This is an optimization exercise on Yosys and OpenROAD, whose aim is small area, not a production implementation.
No functional check of the RTL was part of this run.
Power figures rest on the tool's default switching activity, not on a simulated workload.

## flow/config.mk

```make
export PLATFORM = sky130hd
export DESIGN_NAME = regfile_param
export DESIGN_NICKNAME = regfile_param
export VERILOG_FILES = /design/flow/design.v
export SDC_FILE = /design/flow/constraint.sdc
export NUM_CORES = 4
export LEC_CHECK = 0
export CAP_MARGIN = 20
export CORE_MARGIN = 2
export CORE_UTILIZATION = 65
export CTS_BUF_LIST = sky130_fd_sc_hd__clkbuf_8
export CTS_CLUSTER_DIAMETER = 60
export CTS_CLUSTER_SIZE = 30
export GPL_TIMING_DRIVEN = 0
export SETUP_SLACK_MARGIN = 0.1
export SLEW_MARGIN = 20
export SYNTH_HIERARCHICAL = 1
```

## flow/design.v

```verilog
module regfile_param_o22ai (
  input  logic a1, a2, b1, b2,
  output logic y
);
  assign y = ~((a1 | a2) & (b1 | b2));
endmodule
module regfile_param_or4 (
  input  logic a, b, c, d,
  output logic y
);
  assign y = a | b | c | d;
endmodule
module regfile_param_hold #(parameter int W = 64) (
  input  logic [W-1:0] s,
  input  logic         e,
  input  logic         e_n,
  input  logic [W-1:0] wl,
  output logic [W-1:0] d
);
  for (genvar b = 0; b < W; b++) begin : g_b
    regfile_param_o22ai u_g (.a1(s[b]), .a2(e), .b1(wl[b]), .b2(e_n), .y(d[b]));
  end
endmodule
module regfile_param_rd2 #(parameter int W = 64) (
  input  logic [W-1:0] s0,
  input  logic         n0,
  input  logic [W-1:0] s1,
  input  logic         n1,
  output logic [W-1:0] y
);
  for (genvar b = 0; b < W; b++) begin : g_b
    regfile_param_o22ai u_g (.a1(s0[b]), .a2(n0), .b1(s1[b]), .b2(n1), .y(y[b]));
  end
endmodule
module regfile_param_rd8 #(parameter int W = 64) (
  input  logic [W-1:0] y0,
  input  logic [W-1:0] y1,
  input  logic [W-1:0] y2,
  input  logic [W-1:0] y3,
  output logic [W-1:0] z
);
  for (genvar b = 0; b < W; b++) begin : g_b
    regfile_param_or4 u_g (.a(y0[b]), .b(y1[b]), .c(y2[b]), .d(y3[b]), .y(z[b]));
  end
endmodule
module regfile_param_rd32 #(parameter int W = 64) (
  input  logic [W-1:0] z0,
  input  logic [W-1:0] z1,
  input  logic [W-1:0] z2,
  input  logic [W-1:0] z3,
  input  logic         q,
  output logic [W-1:0] o
);
  assign o = ~(z0 | z1 | z2 | z3) ^ {W{q}};
endmodule
module regfile_param #(
  parameter int DATA_W   = 64,
  parameter int ADDR_W   = 5,
  parameter int ZERO_REG = 31
) (
  input  logic              clk,
  input  logic              rst_n,
  input  logic              clr,
  input  logic [ADDR_W-1:0] Rn,
  input  logic [ADDR_W-1:0] Rm,
  input  logic [ADDR_W-1:0] Rd,
  input  logic              RegWr,
  input  logic [DATA_W-1:0] data,
  output logic [DATA_W-1:0] out1,
  output logic [DATA_W-1:0] out2,
  output logic              ready
);
  localparam int              NENT = 2**ADDR_W - 1;    
  localparam logic [ADDR_W-1:0] ZR = ADDR_W'(ZERO_REG);
  logic              run_q;      
  logic [ADDR_W-1:0] cnt_q;      
  logic              ph_q;       
  always_ff @(posedge clk or negedge rst_n) begin
    if (!rst_n) begin
      run_q <= 1'b0;
      cnt_q <= '0;
      ph_q  <= 1'b0;
    end else begin
      ph_q <= ~ph_q;
      if (run_q) begin
        if (clr) run_q <= 1'b0;
      end else begin
        cnt_q <= cnt_q + 1'b1;
        if (cnt_q == '1) run_q <= 1'b1;
      end
    end
  end
  assign ready = run_q;
  logic wr_fire;
  assign wr_fire = run_q && RegWr && !clr && (Rd != ZR);
  logic              wen;
  logic [ADDR_W-1:0] waddr;
  assign wen   = wr_fire | ~run_q;
  assign waddr = run_q ? Rd : cnt_q;
  logic [NENT-1:0] we, we_n;
  always_comb begin
    for (int i = 0; i < NENT; i++) begin
      we[i]   = wen && (waddr == ADDR_W'(i));
      we_n[i] = !wen || (waddr != ADDR_W'(i));
    end
  end
  logic [DATA_W-1:0] wl;
  assign wl = (data & {DATA_W{run_q}}) ^ {DATA_W{ph_q}};
  logic [DATA_W-1:0] mem_q [NENT];
  logic [DATA_W-1:0] mem_d [NENT];
  for (genvar i = 0; i < NENT; i++) begin : g_ent
    regfile_param_hold #(.W(DATA_W)) u_hold (
      .s(mem_q[i]), .e(we[i]), .e_n(we_n[i]), .wl(wl), .d(mem_d[i])
    );
    always_ff @(posedge clk) mem_q[i] <= mem_d[i];
  end
  logic [1:0][ADDR_W-1:0] raddr;
  logic [1:0][DATA_W-1:0] rdata;
  assign raddr = {Rm, Rn};
  for (genvar p = 0; p < 2; p++) begin : g_rd
    logic                    byp;
    logic                    zero;
    logic [NENT:0]           rsel_n;
    logic [DATA_W-1:0]       y [16];
    logic [DATA_W-1:0]       z [4];
    assign byp  = wr_fire && (raddr[p] == Rd);
    assign zero = !run_q || (raddr[p] == ZR);
    always_comb begin
      for (int k = 0; k < NENT; k++)
        rsel_n[k] = !run_q || byp || (raddr[p] != ADDR_W'(k));
      rsel_n[NENT] = !byp;
    end
    for (genvar j = 0; j < 15; j++) begin : g_l1
      regfile_param_rd2 #(.W(DATA_W)) u_rd2 (
        .s0(mem_q[2*j]), .n0(rsel_n[2*j]), .s1(mem_q[2*j+1]), .n1(rsel_n[2*j+1]), .y(y[j])
      );
    end
    regfile_param_rd2 #(.W(DATA_W)) u_rd2_byp (
      .s0(mem_q[NENT-1]), .n0(rsel_n[NENT-1]), .s1(wl), .n1(rsel_n[NENT]), .y(y[15])
    );
    for (genvar j = 0; j < 4; j++) begin : g_l2
      regfile_param_rd8 #(.W(DATA_W)) u_rd8 (
        .y0(y[4*j]), .y1(y[4*j+1]), .y2(y[4*j+2]), .y3(y[4*j+3]), .z(z[j])
      );
    end
    regfile_param_rd32 #(.W(DATA_W)) u_rd32 (
      .z0(z[0]), .z1(z[1]), .z2(z[2]), .z3(z[3]), .q(ph_q | zero), .o(rdata[p])
    );
  end
  assign out1 = rdata[0];
  assign out2 = rdata[1];
endmodule
```

## flow/constraint.sdc

```tcl
create_clock -name core_clock -period 8.0 [get_ports {clk}]
set_input_delay 1.6000 -clock core_clock [delete_from_list [all_inputs] [get_ports {clk}]]
set_output_delay 1.6000 -clock core_clock [all_outputs]
set_load 0.01 [all_outputs]
```

## flow/run.sh

```bash
#!/bin/bash
# synth_recipe.tcl (not shown) runs the flow's synth.tcl, then flattens the netlist and writes it again
# the make line also repeats each setting of config.mk as NAME=value (left out here)
make -C /OpenROAD-flow-scripts/flow DESIGN_CONFIG=/design/flow/config.mk WORK_HOME=/design/flow/orfs CLKGATE_MAP_FILE= SYNTH_SCRIPT=/design/flow/synth_recipe.tcl finish
```

==> flow_metrics.py <==
metrics = {
    "logic_synthesis": {
        "yosysWarnings": 14,
        "synth_edf_count": 0,
        "synth_top_cell_by_area": "dfxtp_1",
        "yosysUniqueCellTypes": 49,
        "synth_nets": 7295,
        "synth_most_common_cell": "o22ai_1",
        "async_reset_ff_share_pct": 0.3516,
        "synth_cells": 7210,
        "synth_ff_type": "dfxtp_1",
        "seq_area_frac_synth_pct": 54.12,
        "avgSynthCellArea_um2": 10.22,
        "ys_ff_latch": 1991,
        "synth_top_cell_area_share_pct": 53.88,
        "syn_area_um2": 73720,
        "synth_area_leaders": "dfxtp_1 54%, o22ai_1 34%, or4_1 5.2%, xor2_1 1.5%, nor4_1 1.1%",
        "synthTopCellsByCount": "4,032 x o22ai_1, 1,984 x dfxtp_1, 512 x or4_1",
    },
    "global_route": {
        "grt_pass1_vias": 99010,
        "grt_start_max_net_pins": 35,
        "grt_first_pass_wirelength_um": 676500,
        "gr-total-overflow": 1050,
        "grt_use_total_pct": 77.76,
    },
    "run_status": {
        "haltStage": "5_1_grt",
        "outcome": "aborted with a tool error",
        "stop_error": "[ERROR GRT-0116] Global routing finished with congestion. Check the congestion regions in the DRC Viewer.",
    },
    "floorplanning": {
        "chipWidth_um": 340.8,
        "die_h_um": 340.8,
        "ios": 212,
        "initial_core_util_pct": 65.53,
        "rows": 123,
    },
    "place": {
        "io_buffers": 201,
        "pre_cts_ws_ns": -0.3778,
        "gp_congestion": 0.9094,
        "hpwl_um": 302500,
    },
    "clocking": {
        "numClockSinks": 1991,
        "cts_root_buf": "clkbuf_8",
        "ctsHtreeMaxLevel": 4,
        "hold_buffers": 0,
        "cts.path.max_buffers": 3,
        "cts_made_buffers": 131,
    },
}
## timing repair
| item | CTS |
|---|---|
| endpoints found under the setup margin | 92 |
| setup buffers | 70 |
| resized for setup | 14 |
| pin swaps | 46 |
## per-module statistics from Yosys (local to each module, per instance), excerpt
module / cells / cell area [um2]
regfile_param_o22ai: 1 / 6.256
regfile_param: 2396 / 42520
regfile_param_or4: 1 / 7.507
## routing by layer
| layer | overflow | global-route usage (%) |
|---|---|---|
| met5 | 10 | 33.46 |
| met4 | 266 | 72.18 |
| met2 | 635 | 92.66 |
| met3 | 45 | 61.94 |
| met1 | 94 | 81.43 |
## power by group through the flow
stage | Combinational [mW] | Sequential (mW) | Clock [mW]
after floorplan | 5.56 | 18.5 | 0
after global placement | 7.94 | 19.1 | 0
after detailed placement | 9.50 | 19.6 | 0
after CTS | 9.61 | 19.5 | 5.87
## cells by family after synthesis
family | count (synthesis) | synth area share, %
buf+inv | 68 | 0.6636
fa+ha+maj | 2 | 0.03394
compound gates | 4117 | 35.18
flops | 1991 | 54.12
xor+xnor | 205 | 2.436
mux | 2 | 0.03055
simple gates | 825 | 7.539
## worst max path at each step
stage	startpoint	to	depth (start not counted)
4_1_cts	Rd[4]	out1[26]	15
3_5_place_dp	Rd[4]	out2[41]	16
3_3_place_gp	Rd[4]	out2[26]	11
2_1_floorplan	Rn[0]	out1[0]	9
## through the flow
stage	setup TNS (ns)	area [um2]	hold WS, ns	instances
3_3_place_gp	-	77610	0.4532	8911
3_5_place_dp	-9.971	89390	0.4607	10130
2_1_floorplan	0	73720	0.4453	7210
4_1_cts	0	93230	0.4755	10440
